This is an optimization exercise on Yosys and OpenROAD, whose aim is small area, a short achievable clock period and few clock cycles per item, not a production implementation. In this exercise RTL edits were held to simulation tests only and were not proved equivalent to the original. No activity file was given, so power comes from the tool's default toggle rates.

## flow/design.v (module list and top-level ports; edited modules follow where they fit)
// module dmme_fa: 10 lines
// module dmme_ha: 9 lines
// module dmme_iha: 9 lines
// module dmme_top: 1610 lines
module dmme_top (
    input  logic  clk_in,
    input  logic  rst,
    input  logic  req,
    output logic  ack,
    input  dmme_data_pkg::elem_t a00,
    input  dmme_data_pkg::elem_t a01,
    input  dmme_data_pkg::elem_t a10,
    input  dmme_data_pkg::elem_t a11,
    input  dmme_data_pkg::elem_t b00,
    input  dmme_data_pkg::elem_t b01,
    input  dmme_data_pkg::elem_t b10,
    input  dmme_data_pkg::elem_t b11,
    output dmme_data_pkg::acc_t  c00,
    output dmme_data_pkg::acc_t  c01,
    output dmme_data_pkg::acc_t  c10,
    output dmme_data_pkg::acc_t  c11
);
  // ...
==> flow/flow/run.sh <==
#!/bin/bash
# The standard layout, with the resizer free to change a cell's footprint
# (the platform default restricts it to same-footprint swaps, which keeps the
# port buffers as delay cells).
bash standard.sh MATCH_CELL_FOOTPRINT=0 finish > standard.log 2>&1
==> flow/standard.sh <==
#!/bin/bash
# synth_recipe.tcl (not shown) runs the flow's synth.tcl, then flattens the netlist and writes it again
# the make line also repeats each setting of config.mk as NAME=value (left out here)
make -C /OpenROAD-flow-scripts/flow DESIGN_CONFIG=/design/flow/config.mk WORK_HOME=/design/flow/orfs CLKGATE_MAP_FILE= SYNTH_SCRIPT=/design/flow/synth_recipe.tcl "${@:-finish}"
==> flow/config.mk <==
export PLATFORM = sky130hd
export DESIGN_NAME = dmme_top
export DESIGN_NICKNAME = dmme_top
export VERILOG_FILES = /design/flow/design.v
export SDC_FILE = /design/flow/constraint.sdc
export NUM_CORES = 4
export LEC_CHECK = 0
export CAP_MARGIN = 20
export CORE_MARGIN = 2
export CORE_UTILIZATION = 40
export PLACE_DENSITY = 0.6
export SETUP_SLACK_MARGIN = 3.0
export SLEW_MARGIN = 20
export SYNTH_HIERARCHICAL = 1
export SYNTH_MINIMUM_KEEP_SIZE = 0
==> flow/constraint.sdc <==
create_clock -name core_clock -period 7.0 [get_ports {clk_in}]
set_input_delay 1.4000 -clock core_clock [delete_from_list [all_inputs] [get_ports {clk_in}]]
set_output_delay 1.4000 -clock core_clock [all_outputs]
set_load 0.01 [all_outputs]
==> flow_summary.ini, run 1 <==
[run_status]
status = finished clean

[worst_setup_path]
cp-endpoint = c00[14]

[synthesis]
synth-compound-area-share_pct = 4.46
syn_area_per_cell_um2 = 9.74
yosys_register_bits = 129
synth.cell_area_um2 = 16600
synth-xor-area-share_pct = 1.43

[floorplan]
die_x_um = 208
die-area_um2 = 43100

[layout]
layout.cells.most_common = sky130_fd_sc_hd__nand2_1
layout_common_cells = sky130_fd_sc_hd__nand2_1, sky130_fd_sc_hd__fa_1, sky130_fd_sc_hd__inv_1
non_clock_buffer_count = 169
antennaDiodeCount = 1
instances_no_fill = 2280
nets = 2289
fillers = 3889
comb.multi_input.count = 1213
clockNetworkAreaShare_pct = 3.28

[sta]
setup-tns-final_ns = 0
slew_viol_final = 0

[clocking]
cts_hold_buf = 0
post-cts-setup-buffers = 12

[pwr]
comb_cell_power_mw = 7.49
power.group.top = combinational logic
p_int_mw = 5.51

[global_routing]
first_global_vias = 13212
track_usage_pct = 20.3
number_of_antenna_violations_at_the_first_check_in_global_routing = 1

[place]
pre_cts_ws_ns = 1.77
dp_hpwl_um = 32600

[drt]
vias = 11820
Testbench counts, summed over its fixed seeds: cycles 3,200, jobs 1,600.
==> inputs of run 2 (changes only) <==
--- a/flow/config.mk
+++ b/flow/config.mk
@@ -11,3 +11,3 @@
 export PLACE_DENSITY = 0.6
-export SETUP_SLACK_MARGIN = 3.0
+export SETUP_SLACK_MARGIN = 3.2
 export SLEW_MARGIN = 20
==> run 2 against run 1 <==
Compared with the run above:
- still clean
- fmax rose by 0.32%
- non-clock buffer count rose by 49
- final area rose by 6.9%
- count of clock-buffer cells in the layout rose by 4
- critical endpoint is now c11[14]
==> flow_summary.ini, run 2 <==
[run_status]
status = finished clean

[floorplan]
die_x_um = 208
die-area_um2 = 43100
start_util_pct = 40.5
floorplan.io_pins = 140
placement_rows = 74
core_region_area_um2 = 40900
die-height_um = 208

[drt]
vias = 11778
detail_route.wl_per_cell_um = 18.6
post-route-drc-count = 0
routed_via_density = 5.07
detail_route.iter0.violations = 620
routed_wirelength_um = 43300
route.antenna.remaining_nets = 0
drt_first_pass_iters = 5

[sta]
grt_setup_unrepaired = true
fin_crit_ns = 4.04
hold_vio_cnt_final = 0
setup_viol = 0
setup-tns-final_ns = 0
slew_viol_final = 0
fmax_mhz = 247
timing.final.crit_share_pct = 57.8

[pwr]
leakage_nw = 8.32
totalPowerFinal_mw = 10.4
ir_drop_uv = 422
cellPowerDensity_nw_per_um2 = 507

[synthesis]
synth_largest_area_cell = sky130_fd_sc_hd__fa_1
yosysUniqueCellTypes = 52
synth-edff-count = 0
synth_ff_type = sky130_fd_sc_hd__dfxtp_1
netlist_top_cells_area = sky130_fd_sc_hd__fa_1, sky130_fd_sc_hd__dfxtp_1, sky130_fd_sc_hd__nand2_1
synth-async-reset-ratio_pct = 0.775
synth.cell_area_um2 = 16600
syn_area_per_cell_um2 = 9.74
post-synth-top-area-fraction_pct = 49.2
post_synth_inst_count = 1703
ranking_of_synthesized_cells_by_instance_count = sky130_fd_sc_hd__nand2_1, sky130_fd_sc_hd__fa_1, sky130_fd_sc_hd__inv_1
yosys_register_bits = 129
yosysWarnings = 7
yosys.cell_count.top_type = sky130_fd_sc_hd__nand2_1
synth-seq-area-share_pct = 15.6

[layout]
fillers = 3821
layout.cells.most_common = sky130_fd_sc_hd__nand2_1
layout_common_cells = sky130_fd_sc_hd__nand2_1, sky130_fd_sc_hd__fa_1, sky130_fd_sc_hd__inv_1
flow.area_growth_from_synthesis_pct = 23.4
drive_gt1_share_pct = 27.7
antennaDiodeCount = 0
nets = 2338

[clocking]
cts.path.max_buffers = 2
clock_tree_from_tritoncts = yes
tritoncts.num_buffers = 17
ctsRootBufferMaster = sky130_fd_sc_hd__clkbuf_16
cts.sink_count = 129
cts.reportedPaths.clkPinSlew_ns = 0.06
cts_max_level = 4

[global_routing]
grt_pass1_wl_um = 69900
first_global_vias = 13279
number_of_antenna_violations_at_the_first_check_in_global_routing = 0
pin_count_of_the_biggest_net_entering_global_routing = 17
grt.overflow.total = 0
track_usage_pct = 20.9

[flow_run]
drv.max_cap_violation_count = 0

[worst_setup_path]
critical_path.endpoint_type = output pin
top_fanout_value_on_the_critical_path = 4
cp-start-kind = flip-flop
crit_type = reg -> out
cp.required_ns = 5.60
worst_ep_arrival_time_ns = 2.64

[place]
dp_hpwl_um = 32600
quantity_of_i_o_buffers_inserted_on_ports = 135
place.gp.congestion = 0.833

[hold_path]
holdCritPathClass = in -> async
run 2: final timing paths:
kind | from | end | slack [ns] | cells past startpoint
min in group core_clock | a10[0] | t10_lo0_q | 1.39 | 6
max | t11_n142_q | c11[14] | 2.96 | 8
max in group asynchronous | rst | ack | 5.81 | 1
min | rst | ack | 1.09 | 1
run 2: stage by stage:
stage,cells,worst slack [ns],cell area [µm²],util [%],hold slack (ns)
floorplan,1706,2.87,17900,-,1.10
global placement,2222,1.77,18400,44.9,1.55
detailed placement,2222,1.75,18400,44.9,1.55
CTS,2286,2.91,19500,47.6,1.06
global route,2325,2.83,20500,50.0,1.07
finish,2325,2.96,20500,50.0,1.09
run 2: area by class of cell:
type                    instances  area (µm²)  share of cell area [%]
multi-input cells            1213       13600                    66.6
flip-flops and latches        129        2610                    12.7
repair buffers                218        2210                    10.8
inverters                     204         766                    3.74
well taps                     532         666                    3.25
clock buffers                  23         488                    2.38
clock inverters                 6         105                   0.513
run 2: layer usage:
| layer | GRT usage [%] | part of all wire [%] | vias to the layer above |
|---|---|---|---|
| li1 | - | - | 5213 |
| met1 | 25.7 | 39 | 6212 |
| met2 | 37.7 | 54 | 315 |
| met3 | 4.22 | 4.9 | 38 |
| met4 | 4.74 | 1.3 | 0 |
| met5 | 0 | 0 | - |
run 2: repair_timing:
item,CTS,global route
endpoints found under the hold margin,0,0
setup buffers,35,39
cloned,0,0
pin swaps,81,96
resized for setup,496,211
hold buffers,0,0
endpoints found under the setup margin,148,48
run 2: power by group:
group / switching (mW) / total, mW / internal, mW / leakage (nW)
Combinational: 4.07 / 8.20 / 4.13 / 6.94
Clock: 0.325 / 0.913 / 0.589 / 0.295
Sequential: 0.165 / 1.27 / 1.10 / 1.09
Total: 4.56 / 10.4 / 5.82 / 8.32
run 2: Yosys stat by module (local to each module, per instance):
module / cells inside / area [µm²] / flops+latches
dmme_top: 1103 / 7480 / 129
dmme_iha: 5 / 27.5 / 0
dmme_fa: 1 / 20.0 / 0
run 2: critical path, cell delays in order (launching register included):
cell and delay (ns):
sky130_fd_sc_hd__dfxtp_2 0.32, sky130_fd_sc_hd__fa_1 0.51, sky130_fd_sc_hd__ha_4 0.31, sky130_fd_sc_hd__buf_6 0.10
sky130_fd_sc_hd__nand3_1 0.15, sky130_fd_sc_hd__a211o_1 0.34, sky130_fd_sc_hd__a31o_4 0.25, sky130_fd_sc_hd__o31ai_2 0.05
sky130_fd_sc_hd__buf_2 0.17
run 2: cell families after synthesis:
logic type | synth area share [%]
simple gates | 14.2
fa+ha+maj | 55.3
buf+inv | 8.95
flops | 15.6
compound gates | 4.47
xor+xnor | 1.43
other cells | 0.0226
mux | 0.0603
==> inputs of run 3 (changes only) <==
--- a/flow/config.mk
+++ b/flow/config.mk
@@ -11,3 +11,3 @@
 export PLACE_DENSITY = 0.6
-export SETUP_SLACK_MARGIN = 3.2
+export SETUP_SLACK_MARGIN = 2.8
 export SLEW_MARGIN = 20
==> run 3 against run 2 <==
Compared with the run above:
- fmax fell by 3.1%
- non-clock buffer count decreased by 62
- routed wire length fell by 3.5%
- critical path depth unchanged
- still clean on timing, DRC and antenna
- worst hold slack worse by 0.013 ns
- die area stayed put
- count of clock-buffer cells in the layout decreased by 4
- clock power up 2.6%
- area after synthesis unchanged
- first-iteration DRC count increased by 16%
- power fell by 14%
==> flow_summary.ini, run 3 <==
[synthesis]
synth-seq-area-share_pct = 15.6
post_synth_inst_count = 1703
synth-edff-count = 0
yosys.cell_count.top_type = sky130_fd_sc_hd__nand2_1
yosysUniqueCellTypes = 52
synth_ff_type = sky130_fd_sc_hd__dfxtp_1
netlist_top_cells_area = sky130_fd_sc_hd__fa_1, sky130_fd_sc_hd__dfxtp_1, sky130_fd_sc_hd__nand2_1
yosys_register_bits = 129
post-synth-top-area-fraction_pct = 49.2
synth.cell_area_um2 = 16600
ranking_of_synthesized_cells_by_instance_count = sky130_fd_sc_hd__nand2_1, sky130_fd_sc_hd__fa_1, sky130_fd_sc_hd__inv_1
synth_largest_area_cell = sky130_fd_sc_hd__fa_1
syn_area_per_cell_um2 = 9.74
synth-async-reset-ratio_pct = 0.775
yosysWarnings = 7

[place]
dpl.cell_count = 2219
dp_hpwl_um = 32300
place.gp.congestion = 0.812
quantity_of_i_o_buffers_inserted_on_ports = 135

[worst_setup_path]
cp-start-kind = primary input
worst_ep_arrival_time_ns = 4.52
crit_type = in -> reg
crit_chain = clkbuf_2 > nand2_1 > fa_1 > fa_1 > fa_1 > fa_1 > fa_1 > inv_1
cpMostUsedCell = sky130_fd_sc_hd__fa_1
top_fanout_value_on_the_critical_path = 16
cpMaxStageDelayCell = sky130_fd_sc_hd__fa_1
cp.required_ns = 7.35
critical_path.endpoint_type = flip-flop
critical-path-max-stage-delay_ns = 0.58

[drt]
routed_via_density = 5.16
post-route-drc-count = 0
route.antenna.remaining_nets = 0
vias = 11689
detail_route.iter0.violations = 718
drt_first_pass_iters = 5
routed_wirelength_um = 41800
detail_route.wl_per_cell_um = 18.4

[floorplan]
die-height_um = 208
placement_rows = 74
floorplan.io_pins = 140
start_util_pct = 40.5
core_region_area_um2 = 40900
die_x_um = 208
die-area_um2 = 43100

[global_routing]
grt.overflow.total = 0
pin_count_of_the_biggest_net_entering_global_routing = 17
grt_pass1_wl_um = 68700
track_usage_pct = 20.4
first_global_vias = 13216
number_of_antenna_violations_at_the_first_check_in_global_routing = 1

[pwr]
cellPowerDensity_nw_per_um2 = 480
leakage_nw = 7.92
ir_drop_uv = 428
totalPowerFinal_mw = 8.95

[layout]
layout_common_cells = sky130_fd_sc_hd__nand2_1, sky130_fd_sc_hd__fa_1, sky130_fd_sc_hd__inv_1
sequential_cell_area_um2 = 2590
layout.cells.most_common = sky130_fd_sc_hd__nand2_1
instances_no_fill = 2267
drive_gt1_share_pct = 10.3
flow.area_growth_from_synthesis_pct = 12.5
fillers = 3957
multi_input_comb_area_um2 = 12800
nets = 2276
finish.utilization_pct = 45.6

[flow_run]
drv.max_cap_violation_count = 0

[clocking]
clock_tree_from_tritoncts = yes
cts_hold_buf = 0
ctsRootBufferMaster = sky130_fd_sc_hd__clkbuf_16
cts_max_level = 4
cts.reportedPaths.clkPinSlew_ns = 0.06
cts.sink_count = 129
tritoncts.num_buffers = 17
cts.path.max_buffers = 2

[sta]
setup_viol = 0
setup-tns-final_ns = 0
worst_slew_pin_slew_ns = 0.766
fin_crit_ns = 4.17
hold_vio_cnt_final = 0
slew-limit-headroom_pct = 48.9
grt_setup_unrepaired = true
fmax_mhz = 240
slew_viol_final = 0
timing.final.crit_share_pct = 59.6

[hold_path]
holdCritPathClass = in -> async

[run_status]
status = finished clean
run 3: cell counts after synthesis:
Identical to the previous run, type by type.
run 3: layout make-up:
type	instances	area share, %
clock buffers	19	2.37
repair buffers	156	6.88
inverters	204	4.10
clock inverters	13	0.858
diodes	1	0.0134
well taps	532	3.57
flip-flops and latches	129	13.9
multi-input cells	1213	68.4
run 3: final timing paths:
check | end | startpoint
max | t00_lo4_q | b00[0]
min | ack | rst
max in group asynchronous | ack | rst
min in group core_clock | ack | req
run 3: repair_timing:
item	in CTS	in global routing
setup endpoints to repair	98	41
buffers inserted	7	8
gates resized for setup	158	53
pin swaps	9	9
run 3: report_power, final:
group	switching (mW)	internal (mW)	total (mW)
registers	0.153	1.09	1.25
logic	3.49	3.28	6.77
clock network	0.368	0.568	0.937
run 3: per-stage QoR:
step                hold slack (ns)  cell area, µm²  setup WS, ns
floorplan                      1.10           17000          2.77
global placement               1.55           18000          1.71
detailed placement             1.55           18000          1.66
CTS                            1.06           18700          2.72
global route                   1.07           18700          2.72
finish                         1.08           18700          2.83
run 3: Yosys stat by module, one instance, submodules excluded:
module    copies in the design  flip-flops and latches
dmme_top                     1                     129
dmme_iha                    40                       0
dmme_fa                    400                       0
run 3: worst max-delay path, delay by kind of cell:
kind	cells	cell delay [ns]
adders and majority gates	5	2.49
buffers and inverters	2	0.46
and+or+nand+nor	1	0.16
run 3: metal layers:
| layer | global-route usage (%) | up-vias | wire, µm |
|---|---|---|---|
| li1 | - | 5085 | - |
| met1 | 25.8 | 6098 | 16400 |
| met2 | 35.5 | 447 | 21800 |
| met3 | 4.04 | 59 | 2750 |
| met4 | 6.24 | 0 | 816 |
| met5 | 0 | - | 0 |
run 3: cells by family (layout without fill, tap and decap cells):
group,after synthesis,in the layout,synth area share [%]
buf+inv,364,392,8.95
mux,1,1,0.0603
fa+ha+maj,488,488,55.3
flops,129,129,15.6
compound gates,98,98,4.47
simple gates,595,595,14.2
xor+xnor,27,27,1.43
other cells,1,5,0.0226
==> inputs of run 4 (changes only) <==
==> flow/flow/run.sh (replaced) <==
#!/bin/bash
# The standard layout (standard.sh), with two changes to how it is made:
#  - the resizer may swap a cell for one of another footprint
#    (MATCH_CELL_FOOTPRINT=0; the platform default keeps same-footprint swaps)
#  - the ports are buffered with plain buffers (buf_2) instead of the delay
#    cells buffer_ports picks by default
# If the routed layout then has an antenna violation, the layout is made
# again with the default port buffers.
set -u
try() {
  local tag=$1; shift
  rm -rf orfs out/final.def
  bash standard.sh "$@" finish > "standard_$tag.log" 2>&1
  [ -f out/final.def ] || return 1
  printf 'read_db orfs/results/sky130hd/dmme_top/base/6_final.odb\ncheck_antennas\n' > "ant_$tag.tcl"
  openroad -no_init -exit "ant_$tag.tcl" > "ant_$tag.log" 2>&1
  ! grep -q "Found [1-9][0-9]* net violations" "ant_$tag.log"
}
try buf MATCH_CELL_FOOTPRINT=0 "BUFFER_PORTS_ARGS=-buffer_cell sky130_fd_sc_hd__buf_2" ||
  try std MATCH_CELL_FOOTPRINT=0
==> run 4 against run 3 <==
Compared with the run above:
- still clean on timing, DRC and antenna
- fmax increased by 2.7%
- non-clock buffer count decreased by 21
- sequential cell count unchanged
- critical path type is now reg -> out
- largest cell class unchanged
- largest power group unchanged
==> flow_summary.ini, run 4 <==
[drt]
post-route-drc-count = 0
detail_route.iter0.violations = 787
vias = 11672
route.antenna.remaining_nets = 0
routed_wirelength_um = 41200
detail_route.wl_per_cell_um = 18.3
routed_via_density = 5.19
drt_first_pass_iters = 5

[pwr]
switching_share_pct = 47.7
pwr-share-comb_pct = 73.3
cellPowerDensity_nw_per_um2 = 453
seq_power_share_pct = 15.3
clockPowerShare_pct = 11.4
leakage_nw = 7.53
switching_power_mw = 3.88
ir_drop_uv = 362
p_int_mw = 4.25
totalPowerFinal_mw = 8.13

[sta]
final_critical_path_setup_slack_ns = 2.94
timing.final.crit_share_pct = 58.0
hold_vio_cnt_final = 0
setup-tns-final_ns = 0
slew_viol_final = 0
setup_viol = 0
grt_setup_unrepaired = true
fin_crit_ns = 4.06
fmax_mhz = 246

[floorplan]
core_region_area_um2 = 40900
floorplan.io_pins = 140
die-area_um2 = 43100
placement_rows = 74
die-height_um = 208
start_util_pct = 40.5
die_x_um = 208

[worst_setup_path]
top_fanout_value_on_the_critical_path = 8
cp-start-kind = flip-flop
cp.required_ns = 5.60
worst_ep_arrival_time_ns = 2.66
critical_path.endpoint_type = output pin
crit_type = reg -> out

[synthesis]
post-synth-top-area-fraction_pct = 49.2
synth_largest_area_cell = sky130_fd_sc_hd__fa_1
netlist_top_cells_area = sky130_fd_sc_hd__fa_1, sky130_fd_sc_hd__dfxtp_1, sky130_fd_sc_hd__nand2_1
yosysWarnings = 7
synth.cell_area_um2 = 16600
post_synth_inst_count = 1703
synth-seq-area-share_pct = 15.6
syn_area_per_cell_um2 = 9.74
yosysUniqueCellTypes = 52
synth-async-reset-ratio_pct = 0.775
synth-edff-count = 0
yosys_register_bits = 129
synth_ff_type = sky130_fd_sc_hd__dfxtp_1
yosys.cell_count.top_type = sky130_fd_sc_hd__nand2_1
ranking_of_synthesized_cells_by_instance_count = sky130_fd_sc_hd__nand2_1, sky130_fd_sc_hd__fa_1, sky130_fd_sc_hd__inv_1

[global_routing]
number_of_antenna_violations_at_the_first_check_in_global_routing = 2
first_global_vias = 13009
grt.overflow.total = 0
grt_pass1_wl_um = 67300
pin_count_of_the_biggest_net_entering_global_routing = 17
track_usage_pct = 20.0

[clocking]
cts.reportedPaths.clkPinSlew_ns = 0.06
cts.sink_count = 129
cts_max_level = 4
ctsRootBufferMaster = sky130_fd_sc_hd__clkbuf_16
tritoncts.num_buffers = 17
cts_hold_buf = 0
post-cts-setup-buffers = 0
clock_tree_from_tritoncts = yes
cts.path.max_buffers = 2

[flow_run]
drv.max_cap_violation_count = 0

[layout]
layout_common_cells = sky130_fd_sc_hd__nand2_1, sky130_fd_sc_hd__fa_1, sky130_fd_sc_hd__inv_1
finish.utilization_pct = 43.9
nets = 2255
instances_no_fill = 2247
drive_gt1_share_pct = 12.3
flow.area_growth_from_synthesis_pct = 8.23
layout.cells.most_common = sky130_fd_sc_hd__nand2_1

[run_status]
status = finished clean

[place]
pre_cts_ws_ns = 2.53
quantity_of_i_o_buffers_inserted_on_ports = 135
place.gp.congestion = 0.827
dp_hpwl_um = 32100
dpl.cell_count = 2213

[hold_path]
holdCritPathClass = in -> async
## run 4: cell counts after synthesis
No cell type changed its count.
## run 4: repair_timing
item	in CTS	in global routing
gates cloned	0	0
endpoints found under the setup margin	1	16
pin swaps	0	4
resized for setup	1	23
## run 4: metal layers
| metal | global-route usage (%) | share of wire, % | vias to the layer above | routed length (µm) |
|---|---|---|---|---|
| met1 | 24.6 | 39 | 6113 | 15900 |
| met2 | 35.4 | 53 | 450 | 21700 |
| li1 | - | - | 5052 | - |
| met4 | 5.43 | 1.9 | 2 | 764 |
| met5 | 0 | 0.027 | - | 11 |
| met3 | 4.45 | 6.8 | 55 | 2800 |
## run 4: modules after synthesis, one instance, submodules excluded
module    flip-flops and latches  cell area (µm²)  copies in the design
dmme_top                     129             7480                     1
dmme_iha                       0             27.5                    40
dmme_fa                        0             20.0                   400
## run 4: kinds of logic (layout without fill, tap and decap cells)
group	Yosys count	after routing	share of synthesized area, %
compound gates	98	98	4.47
xor+xnor	27	27	1.43
fa+ha+maj	488	488	55.3
buf+inv	364	371	8.95
flops	129	129	15.6
mux	1	1	0.0603
other cells	1	6	0.0226
simple gates	595	595	14.2
## run 4: cell type report
class,instances,area [µm²]
Fill cell,3983,23000
Multi-Input combinational cell,1213,12700
Sequential cell,129,2590
Inverter,204,766
Timing Repair Buffer,135,676
Tap cell,532,666
Clock buffer,22,464
Clock inverter,10,134
Antenna cell,2,5.00
## run 4: how the worst max path moves through the flow
stage,cells past startpoint,to,startpoint
after global placement,7,t11_n197_q,a10[6]
after CTS,7,c10[16],t10_n142_q
after floorplan,8,t11_n197_q,a11[6]
after global routing,7,c11[16],t11_n146_q
final,7,c10[16],t10_n146_q
after detailed placement,7,t11_n197_q,a10[6]
## run 4: power groups by stage
stage / combinational [mW] / clock (mW) / sequential [mW]
after floorplan: 4.17 / 0 / 1.23
after global placement: 5.79 / 0 / 1.26
after detailed placement: 5.86 / 0 / 1.27
after CTS: 5.89 / 0.954 / 1.25
after global routing: 6.79 / 0.992 / 1.28
final: 5.96 / 0.924 / 1.24
## run 4: critical path, cell delays in order (launching register included)
cell and delay [ns]:
sky130_fd_sc_hd__dfxtp_1 0.31, sky130_fd_sc_hd__fa_1 0.55, sky130_fd_sc_hd__ha_2 0.34, sky130_fd_sc_hd__and3_1 0.24
sky130_fd_sc_hd__a221oi_4 0.27, sky130_fd_sc_hd__nand2_1 0.12, sky130_fd_sc_hd__o41ai_2 0.22, sky130_fd_sc_hd__buf_2 0.18
## run 4: through the flow
stage / instance area [µm²] / hold WS (ns)
floorplan: 17000 / 1.10
global placement: 17200 / 1.17
detailed placement: 17200 / 1.18
CTS: 17800 / 0.693
global route: 17900 / 0.692
finish: 18000 / 0.720

## static timing again, ports no longer ideal
Ports are ideal in the flow. The routed layouts listed here were re-timed in OpenROAD.
Step 1 sets driving cells, clkbuf_16 on the clock port and buf_2 on the other inputs (assumed; they add their load-dependent delay and slew).
Step 2 times the ports against the registers' clock, not the clock port: input delays grow and output delays shrink by t, the midpoint of the rising clock arrivals with the driver on.
Three values: ideal, step 1, step 2; two values: the first two.
| run | t, ns | setup slack, ns | worst setup path at the end | cell pins on the clock port's net |
|---|---|---|---|---|
| run 1 | 0.493 | 2.943 / 2.889 / 2.528 | input to register | 1 |
| run 2 | 0.493 | 2.956 / 2.903 / 2.719 | input to register | 1 |
| run 3 | 0.494 | 2.825 / 2.841 / 2.346 | input to register | 1 |
| run 4 | 0.487 | 2.937 / 2.887 / 2.487 | input to register | 1 |
After both steps every run listed still meets setup and hold. The setup slack of run 3, which loses most, moves by +0.016 ns with the drivers and by -0.479 ns with both steps.
